This design comes from an exercise in tuning for small area and a short achievable clock period on the open sky130 flow, not from production work. The RTL was checked by simulation tests, not by an equivalence proof against the original design. No driver is modelled on the clock port, so clocking that relies on it looks cheaper here than on a real chip. Power and IR drop assume default switching activity.

Design mem_responder, start of the top module:
module mem_responder
#(
    parameter int unsigned ADDR_W = mem_pkg::ADDR_W_DEF,
    parameter int unsigned DATA_W = mem_pkg::DATA_W_DEF,
    parameter int unsigned DEPTH  = 200,
    parameter int unsigned NGRP   = 8,
    parameter int unsigned NWG    = (DEPTH + 7) / 8
) (
    input  logic              clk,
    input  logic              rst,
    input  logic              MemRead,
    input  logic              MemWrite,
    input  logic [ADDR_W-1:0] addr,
    input  logic [DATA_W-1:0] wdata,
    output logic [DATA_W-1:0] rdata,
    output logic              ready,
    output logic              busy,
    output logic              err
);
Size: about 3,600 flip-flops, about 47 I/O pins.
export LEC_CHECK = 0
export CAP_MARGIN = 20
export CORE_MARGIN = 2
export CORE_UTILIZATION = 80
export CTS_CLUSTER_DIAMETER = 150
export CTS_CLUSTER_SIZE = 30
export SETUP_SLACK_MARGIN = 2.0
export SLEW_MARGIN = 20
export SYNTH_HIERARCHICAL = 1
export SYNTH_MINIMUM_KEEP_SIZE = 0
create_clock -name core_clock -period 4.2 [get_ports {clk}]
standard.sh (not shown) runs the stock make flow with config.mk's settings and CLKGATE_MAP_FILE= SYNTH_SCRIPT=/design/flow/synth_recipe.tcl, a recipe that flattens the netlist after the stock synthesis.
==> flow/flow/run.sh <==
#!/bin/bash
set -euo pipefail
work=$(cd "$(dirname "$0")/.." && pwd)
bash standard.sh \
  "PRE_IO_PLACEMENT_TCL=$work/flow/io.tcl" \
  "BUFFER_PORTS_ARGS=-buffer_cell sky130_fd_sc_hd__buf_4" \
  "PRE_DETAIL_PLACE_TCL=$work/flow/outbuf.tcl" \
  "POST_CTS_TCL=$work/flow/post_cts.tcl" \
  finish > "$work/standard.log" 2>&1
==> flow/flow/io.tcl <==
# Keep every port in one stretch in the middle of the top edge, so the
# registers that drive the outputs and take the inputs sit together near it.
set die [ord::get_db_block]
set dx [expr [[$die getDieArea] xMax] / 1000.0]
set lo [expr $dx * 0.35]
set hi [expr $dx * 0.65]
set_io_pin_constraint -pin_names {clk rst MemRead MemWrite addr* wdata* rdata* ready busy err} -region top:$lo-$hi
==> flow/flow/outbuf.tcl <==
# Before detailed placement: put each output port's buffer right beside the
# register that drives it, so the register's output wire is short;
# detailed placement then legalizes the moved cells.
set block [ord::get_db_block]
set moved 0
foreach bterm [$block getBTerms] {
  if {[$bterm getIoType] != "OUTPUT"} { continue }
  set pnet [$bterm getNet]
  set buf ""
  foreach it [$pnet getITerms] {
    if {[$it isOutputSignal]} { set buf [$it getInst] }
  }
  if {$buf == ""} { continue }
  set ff ""
  foreach it [$buf getITerms] {
    if {[$it isInputSignal] && [$it getNet] != "NULL"} {
      foreach it2 [[$it getNet] getITerms] {
        if {[$it2 isOutputSignal]} { set ff [$it2 getInst] }
      }
    }
  }
  if {$ff == ""} { continue }
  if {![[$ff getMaster] isSequential]} { continue }
  set loc [$ff getLocation]
  $buf setLocation [lindex $loc 0] [expr {[lindex $loc 1] + 2720}]
  incr moved
}
puts "outbuf.tcl: moved $moved port buffers beside their registers"
==> flow/flow/post_cts.tcl <==
# After CTS: one more setup repair of the paths between registers and from
# the inputs. The paths to the outputs, which only the clock tree and the
# output registers limit, are set aside while it runs so they do not stop
# the repair early, and put back after it.
estimate_parasitics -placement
set_false_path -to [all_outputs]
repair_timing -setup -setup_margin 2.1 -repair_tns 100 -verbose
unset_path_exceptions -to [all_outputs]
detailed_placement
check_placement -verbose
Rerun with:
- CORE_UTILIZATION: 80 -> 75
After rerunning: Now the flow completed, yet does not pass: antenna violations; core utilization falls by 4.5 points; final area stays flat; clock skew stays flat; area after synthesis is unchanged; routed wire length goes up by 1.7%; cell count climbs by 1.2%; hold slack got worse by 0.016 ns; global-route usage came out lower by 2.2 points; worst setup slack improves by 0.098 ns.
Rerun with:
==> flow/flow/run.sh (replaced) <==
#!/bin/bash
set -euo pipefail
work=$(cd "$(dirname "$0")/.." && pwd)
bash standard.sh \
  "PRE_IO_PLACEMENT_TCL=$work/flow/io.tcl" \
  "BUFFER_PORTS_ARGS=-buffer_cell sky130_fd_sc_hd__buf_4" \
  "PRE_DETAIL_PLACE_TCL=$work/flow/outreg.tcl" \
  "POST_CTS_TCL=$work/flow/post_cts.tcl" \
  finish > "$work/standard.log" 2>&1
==> flow/flow/outreg.tcl (new file) <==
# Before detailed placement: put each register that drives an output port
# right beside that port's buffer, so the register's output wire is short;
# detailed placement then legalizes the moved cells.
set block [ord::get_db_block]
set moved 0
foreach bterm [$block getBTerms] {
  if {[$bterm getIoType] != "OUTPUT"} { continue }
  set pnet [$bterm getNet]
  set buf ""
  foreach it [$pnet getITerms] {
    if {[$it isOutputSignal]} { set buf [$it getInst] }
  }
  if {$buf == ""} { continue }
  set ff ""
  foreach it [$buf getITerms] {
    if {[$it isInputSignal] && [$it getNet] != "NULL"} {
      foreach it2 [[$it getNet] getITerms] {
        if {[$it2 isOutputSignal]} { set ff [$it2 getInst] }
      }
    }
  }
  if {$ff == ""} { continue }
  if {![[$ff getMaster] isSequential]} { continue }
  set loc [$buf getLocation]
  $ff setLocation [lindex $loc 0] [expr {[lindex $loc 1] - 2720}]
  incr moved
}
puts "outreg.tcl: moved $moved output registers beside their port buffers"
- CORE_UTILIZATION: 75 -> 65
removed: flow/flow/outbuf.tcl
=> The new run completed with no timing, DRC or antenna violations. Synthesized cell count is unchanged. Via count falls by 1.6%. Clock-buffer cell count is lower by 4. Core utilization came out lower by 10 points. Combinational power grows by about 3%.

========
Setup of old:
Starting RTL as in the previous note.
// mem_responder
module mem_responder
#(
    parameter int unsigned ADDR_W = mem_pkg::ADDR_W_DEF,
    parameter int unsigned DATA_W = mem_pkg::DATA_W_DEF,
    parameter int unsigned DEPTH  = 200,
    parameter int unsigned NGRP   = 8,
    parameter int unsigned NWG    = (DEPTH + 7) / 8
) (
    input  logic              clk,
    input  logic              rst,
    input  logic              MemRead,
    input  logic              MemWrite,
    input  logic [ADDR_W-1:0] addr,
    input  logic [DATA_W-1:0] wdata,
    output logic [DATA_W-1:0] rdata,
    output logic              ready,
    output logic              busy,
    output logic              err
);
==> flow/config.mk <==
export PLATFORM = sky130hd
export DESIGN_NAME = mem_responder
export DESIGN_NICKNAME = mem_responder
export VERILOG_FILES = /design/flow/design.v
export SDC_FILE = /design/flow/constraint.sdc
export NUM_CORES = 4
export LEC_CHECK = 0
export CAP_MARGIN = 20
export CORE_MARGIN = 2
export CORE_UTILIZATION = 55
export CTS_CLUSTER_DIAMETER = 150
export CTS_CLUSTER_SIZE = 30
export SETUP_SLACK_MARGIN = 2.0
export SLEW_MARGIN = 20
export SYNTH_HIERARCHICAL = 1
export SYNTH_MINIMUM_KEEP_SIZE = 0
==> flow/constraint.sdc <==
create_clock -name core_clock -period 4.2 [get_ports {clk}]
set_input_delay 0.8400 -clock core_clock [delete_from_list [all_inputs] [get_ports {clk}]]
set_output_delay 0.8400 -clock core_clock [all_outputs]
set_load 0.01 [all_outputs]
==> flow/flow/run.sh <==
#!/bin/bash
set -euo pipefail
work=$(cd "$(dirname "$0")/.." && pwd)
bash standard.sh \
  "PRE_IO_PLACEMENT_TCL=$work/flow/io.tcl" \
  "BUFFER_PORTS_ARGS=-buffer_cell sky130_fd_sc_hd__buf_4" \
  "PRE_DETAIL_PLACE_TCL=$work/flow/outbuf.tcl" \
  "POST_CTS_TCL=$work/flow/post_cts.tcl" \
  finish > "$work/standard.log" 2>&1
==> flow/flow/outbuf.tcl <==
# Before detailed placement: put each output port's buffer right beside the
# register that drives it, so the register's output wire is short;
# detailed placement then legalizes the moved cells.
set block [ord::get_db_block]
set moved 0
foreach bterm [$block getBTerms] {
  if {[$bterm getIoType] != "OUTPUT"} { continue }
  set pnet [$bterm getNet]
  set buf ""
  foreach it [$pnet getITerms] {
    if {[$it isOutputSignal]} { set buf [$it getInst] }
  }
  if {$buf == ""} { continue }
  set ff ""
  foreach it [$buf getITerms] {
    if {[$it isInputSignal] && [$it getNet] != "NULL"} {
      foreach it2 [[$it getNet] getITerms] {
        if {[$it2 isOutputSignal]} { set ff [$it2 getInst] }
      }
    }
  }
  if {$ff == ""} { continue }
  if {![[$ff getMaster] isSequential]} { continue }
  set loc [$ff getLocation]
  $buf setLocation [lindex $loc 0] [expr {[lindex $loc 1] + 2720}]
  incr moved
}
puts "outbuf.tcl: moved $moved port buffers beside their registers"
Scripts as last shown in full above: flow/flow/io.tcl, flow/flow/post_cts.tcl
## Diff of input files: new against old
- CORE_UTILIZATION changed from 55 to 65
Findings:
- On highest achievable clock rate, new and old are neck and neck.
- The final critical-path required period of old and that of new are within noise of each other.
- In new, the global-route usage over all layers came out 4.2 points above the value in old.
- Combinational power (higher): old
- The total power was comparable across new and old.
- Lower via count goes to old over new.
- Growth of design area from synthesis to finish: higher on old

========
The RTL this note starts from:
==> flow/design.v <==
package mem_pkg;
    localparam int unsigned ADDR_W_DEF = 8;
    localparam int unsigned DATA_W_DEF = 16;
endpackage
import mem_pkg::*;
module mem_array
#(
    parameter int unsigned DATA_W = mem_pkg::DATA_W_DEF,
    parameter int unsigned DEPTH  = 200,
    parameter int unsigned NGRP   = 8
) (
    input  logic                        clk,
    input  logic [DEPTH-1:0]            we,
    input  logic [DEPTH-1:0]            hold,
    input  logic [DATA_W-1:0]           wdata,
    input  logic [DEPTH-1:0]            sel,
    output logic [NGRP-1:0][DATA_W-1:0] part
);
    localparam int unsigned NTRI  = DEPTH / 3;
    localparam int unsigned NREM  = DEPTH % 3;
    localparam int unsigned NUNIT = NTRI + (NREM != 0 ? 1 : 0);
    logic [DEPTH-1:0][DATA_W-1:0] mem;
    logic [NUNIT-1:0][DATA_W-1:0] unit_n;
    for (genvar w = 0; w < DEPTH; w++) begin : g_word
        always_ff @(posedge clk) begin
            mem[w] <= (mem[w] & {DATA_W{hold[w]}}) | (wdata & {DATA_W{we[w]}});
        end
    end
    for (genvar j = 0; j < NTRI; j++) begin : g_tri
        for (genvar b = 0; b < DATA_W; b++) begin : g_bit
            mem_aoi222 u_aoi (
                .a0 (sel[3 * j]),     .b0 (mem[3 * j][b]),
                .a1 (sel[3 * j + 1]), .b1 (mem[3 * j + 1][b]),
                .a2 (sel[3 * j + 2]), .b2 (mem[3 * j + 2][b]),
                .y  (unit_n[j][b])
            );
        end
    end
    if (NREM == 2) begin : g_rem2
        for (genvar b = 0; b < DATA_W; b++) begin : g_bit
            mem_aoi22 u_aoi (
                .a0 (sel[3 * NTRI]),     .b0 (mem[3 * NTRI][b]),
                .a1 (sel[3 * NTRI + 1]), .b1 (mem[3 * NTRI + 1][b]),
                .y  (unit_n[NTRI][b])
            );
        end
    end else if (NREM == 1) begin : g_rem1
        for (genvar b = 0; b < DATA_W; b++) begin : g_bit
            assign unit_n[NTRI][b] = !(sel[3 * NTRI] && mem[3 * NTRI][b]);
        end
    end
    always_comb begin
        part = '0;
        for (int u = 0; u < NUNIT; u++) begin
            part[u * NGRP / NUNIT] = part[u * NGRP / NUNIT] | ~unit_n[u];
        end
    end
endmodule
module mem_aoi222 (
    input  logic a0, b0, a1, b1, a2, b2,
    output logic y
);
    assign y = !((a0 && b0) || (a1 && b1) || (a2 && b2));
endmodule
module mem_aoi22 (
    input  logic a0, b0, a1, b1,
    output logic y
);
    assign y = !((a0 && b0) || (a1 && b1));
endmodule
import mem_pkg::*;
module mem_responder
#(
    parameter int unsigned ADDR_W = mem_pkg::ADDR_W_DEF,
    parameter int unsigned DATA_W = mem_pkg::DATA_W_DEF,
    parameter int unsigned DEPTH  = 200,
    parameter int unsigned NGRP   = 8,
    parameter int unsigned NWG    = (DEPTH + 7) / 8
) (
    input  logic              clk,
    input  logic              rst,
    input  logic              MemRead,
    input  logic              MemWrite,
    input  logic [ADDR_W-1:0] addr,
    input  logic [DATA_W-1:0] wdata,
    output logic [DATA_W-1:0] rdata,
    output logic              ready,
    output logic              busy,
    output logic              err
);
    logic [7:0]        lo_q;       
    logic [7:0]        mid_q;      
    logic [3:0]        hi_q;       
    logic [DATA_W-1:0] wdata_q;
    logic              rd_q;       
    logic              wr_q;       
    logic              bad_q;      
    logic [DEPTH-1:0]  sel_q;      
    logic [NGRP-1:0][DATA_W-1:0] part_q;
    logic              p1_q, p2_q, p3_q;
    logic [NWG-1:0]    hwe_q;      
    logic              busy_q, ready_q, err_q;
    logic [DATA_W-1:0] rdata_q;
    logic              accept;
    logic              in_range;
    logic [DEPTH-1:0]  sel;
    logic [DEPTH-1:0]  we;
    logic [DEPTH-1:0]  hold;
    logic [NGRP-1:0][DATA_W-1:0] part;
    logic [DATA_W-1:0] rd_word;
    assign accept   = !busy_q && (MemRead || MemWrite);
    assign in_range = 32'(addr) < DEPTH;
    always_ff @(posedge clk) begin
        if (accept) begin
            for (int i = 0; i < 8; i++) begin
                lo_q[i]  <= (addr[2:0] == 3'(i));
                mid_q[i] <= (addr[5:3] == 3'(i));
            end
            for (int i = 0; i < 4; i++) begin
                hi_q[i] <= (addr[7:6] == 2'(i));
            end
            wdata_q <= wdata;
            rd_q    <= MemRead;
            wr_q    <= MemWrite && !MemRead && in_range;
            bad_q   <= (MemRead && MemWrite) || !in_range;
        end
        sel_q  <= sel;
        part_q <= part;
    end
    always_comb begin
        for (int w = 0; w < DEPTH; w++) begin
            sel[w]  = lo_q[w % 8] && mid_q[(w / 8) % 8] && hi_q[w / 64];
            we[w]   = sel_q[w] && hwe_q[w / 8];
            hold[w] = !we[w];
        end
        rd_word = '0;
        for (int g = 0; g < NGRP; g++) begin
            rd_word = rd_word | part_q[g];
        end
    end
    mem_array #(
        .DATA_W (DATA_W),
        .DEPTH  (DEPTH),
        .NGRP   (NGRP)
    ) u_mem_array (
        .clk   (clk),
        .we    (we),
        .hold  (hold),
        .wdata (wdata_q),
        .sel   (sel_q),
        .part  (part)
    );
    always_ff @(posedge clk or posedge rst) begin
        if (rst) begin
            p1_q    <= 1'b0;
            p2_q    <= 1'b0;
            p3_q    <= 1'b0;
            hwe_q   <= '0;
            busy_q  <= 1'b0;
            ready_q <= 1'b0;
            err_q   <= 1'b0;
            rdata_q <= '0;
        end else begin
            p1_q    <= accept;
            p2_q    <= p1_q;
            p3_q    <= p2_q;
            for (int i = 0; i < NWG; i++) begin
                hwe_q[i] <= p2_q && wr_q && hi_q[i / 8] && mid_q[i % 8];
            end
            busy_q  <= accept || (busy_q && !p3_q);
            ready_q <= p3_q;
            err_q   <= p3_q && bad_q;
            if (p3_q && rd_q) begin
                rdata_q <= bad_q ? '0 : rd_word;
            end
        end
    end
    assign rdata = rdata_q;
    assign ready = ready_q;
    assign busy  = busy_q;
    assign err   = err_q;
endmodule
clock: 4.2 ns
lec_check: 0
cap_margin: 20
core_margin: 2
core_utilization: 55
cts_cluster_diameter: 150
cts_cluster_size: 30
setup_slack_margin: 2.0
slew_margin: 20
synth_hierarchical: 1
synth_minimum_keep_size: 0
run.sh (not shown) runs the stock make flow with config.mk's settings and CLKGATE_MAP_FILE= SYNTH_SCRIPT=/design/flow/synth_recipe.tcl, a recipe that flattens the netlist after the stock synthesis.
Stock flow here: none of the scripts above is used.
==> next run, changes <==
==> flow/flow/run.sh (new file) <==
#!/bin/bash
set -euo pipefail
work=$(cd "$(dirname "$0")/.." && pwd)
bash standard.sh \
  "PRE_IO_PLACEMENT_TCL=$work/flow/io.tcl" \
  "BUFFER_PORTS_ARGS=-buffer_cell sky130_fd_sc_hd__buf_4" \
  "PRE_DETAIL_PLACE_TCL=$work/flow/outbuf.tcl" \
  "POST_CTS_TCL=$work/flow/post_cts.tcl" \
  finish > "$work/standard.log" 2>&1
==> flow/flow/io.tcl (new file) <==
# Keep every port in one stretch in the middle of the top edge, so the
# registers that drive the outputs and take the inputs sit together near it.
set die [ord::get_db_block]
set dx [expr [[$die getDieArea] xMax] / 1000.0]
set lo [expr $dx * 0.35]
set hi [expr $dx * 0.65]
set_io_pin_constraint -pin_names {clk rst MemRead MemWrite addr* wdata* rdata* ready busy err} -region top:$lo-$hi
==> flow/flow/outbuf.tcl (new file) <==
# Before detailed placement: put each output port's buffer right beside the
# register that drives it, so the register's output wire is short;
# detailed placement then legalizes the moved cells.
set block [ord::get_db_block]
set moved 0
foreach bterm [$block getBTerms] {
  if {[$bterm getIoType] != "OUTPUT"} { continue }
  set pnet [$bterm getNet]
  set buf ""
  foreach it [$pnet getITerms] {
    if {[$it isOutputSignal]} { set buf [$it getInst] }
  }
  if {$buf == ""} { continue }
  set ff ""
  foreach it [$buf getITerms] {
    if {[$it isInputSignal] && [$it getNet] != "NULL"} {
      foreach it2 [[$it getNet] getITerms] {
        if {[$it2 isOutputSignal]} { set ff [$it2 getInst] }
      }
    }
  }
  if {$ff == ""} { continue }
  if {![[$ff getMaster] isSequential]} { continue }
  set loc [$ff getLocation]
  $buf setLocation [lindex $loc 0] [expr {[lindex $loc 1] + 2720}]
  incr moved
}
puts "outbuf.tcl: moved $moved port buffers beside their registers"
==> flow/flow/post_cts.tcl (new file) <==
# After CTS: one more setup repair of the paths between registers and from
# the inputs. The paths to the outputs, which only the clock tree and the
# output registers limit, are set aside while it runs so they do not stop
# the repair early, and put back after it.
estimate_parasitics -placement
set_false_path -to [all_outputs]
repair_timing -setup -setup_margin 2.1 -repair_tns 100 -verbose
unset_path_exceptions -to [all_outputs]
detailed_placement
check_placement -verbose
==> flow/standard.sh (new file) <==
#!/bin/bash
# synth_recipe.tcl (not shown) runs the flow's synth.tcl, then flattens the netlist and writes it again
# the make line also repeats each setting of config.mk as NAME=value (left out here)
make -C /OpenROAD-flow-scripts/flow DESIGN_CONFIG=/design/flow/config.mk WORK_HOME=/design/flow/orfs CLKGATE_MAP_FILE= SYNTH_SCRIPT=/design/flow/synth_recipe.tcl "${@:-finish}"
- CORE_UTILIZATION: 55 -> 65
removed: flow/run.sh
Result: This time the run completed, yet does not pass: antenna rules; final area shrinks by 0.63%; synthesized cell count does not change; register-to-register slack degrades by 110 ps; synthesized area is unchanged; routed wire length shrinks by 4.0%; setup slack loses 53 ps.
==> next run, changes <==
--- a/flow/flow/run.sh
+++ b/flow/flow/run.sh
@@ -7,2 +6,0 @@
-  "PRE_DETAIL_PLACE_TCL=$work/flow/outbuf.tcl" \
-  "POST_CTS_TCL=$work/flow/post_cts.tcl" \
- CORE_UTILIZATION: 65 -> 55
removed: flow/flow/outbuf.tcl
removed: flow/flow/post_cts.tcl
The new run completed with no timing, DRC or antenna violations; routed wire length grows by 2.8%; worst setup slack gets better by 78 ps; sequential power stays flat; combinational power fell by 4.1%; total power barely changes; clock skew hardly moves; global-route usage came out lower by 4.8 points.

==> afterwards: timing with drivers on the ports <==
Ports are ideal in the flow. The routed layouts listed here were re-timed in OpenROAD. Step 1, drivers: a clkbuf_16 drives clk and a buf_2 each remaining input, both assumed. Step 2 moves the port delays by t, midway between the first and last clock arrival at a register: inputs arrive t later, outputs are due t later. That takes back most of the time a late clock gives input paths. Three values: no drivers, after step 1, after step 2; two values: the first two.
run | shift t [ns] | setup slack, ns | hold WS [ns] | worst register clock-pin slew, ns | pins driven straight from the clock port
the first run of note 1 | 0.895 | 1.824 / 1.824 / 1.824 | 0.185 / 0.137 / 0.365 | 0.12 / 0.12 | 1
the second run of note 1 | 0.898 | 1.922 / 1.851 / 1.968 | 0.169 / 0.128 / 0.370 | 0.12 / 0.12 | 1
the third run of note 1 | 0.926 | 1.908 / 1.835 / 1.920 | 0.137 / 0.086 / 0.390 | 0.12 / 0.12 | 1
old | 0.907 | 1.912 / 1.835 / 1.954 | 0.169 / 0.115 / 0.362 | 0.12 / 0.12 | 1
new | 0.921 | 1.911 / 1.835 / 1.993 | 0.134 / 0.082 / 0.378 | 0.12 / 0.12 | 1
the first run of note 3 | 0.933 | 1.859 / 1.769 / 1.266 | 0.369 / 0.369 / 0.369 | 0.12 / 0.12 | 1
the second run of note 3 | 0.921 | 1.806 / 1.806 / 1.806 | 0.139 / 0.103 / 0.363 | 0.12 / 0.12 | 1
the third run of note 3 | 0.907 | 1.884 / 1.808 / 1.924 | 0.157 / 0.105 / 0.371 | 0.12 / 0.12 | 1
The setup slack of the first run of note 3, which loses most, moves by -0.090 ns with the drivers and by -0.593 ns with both steps.
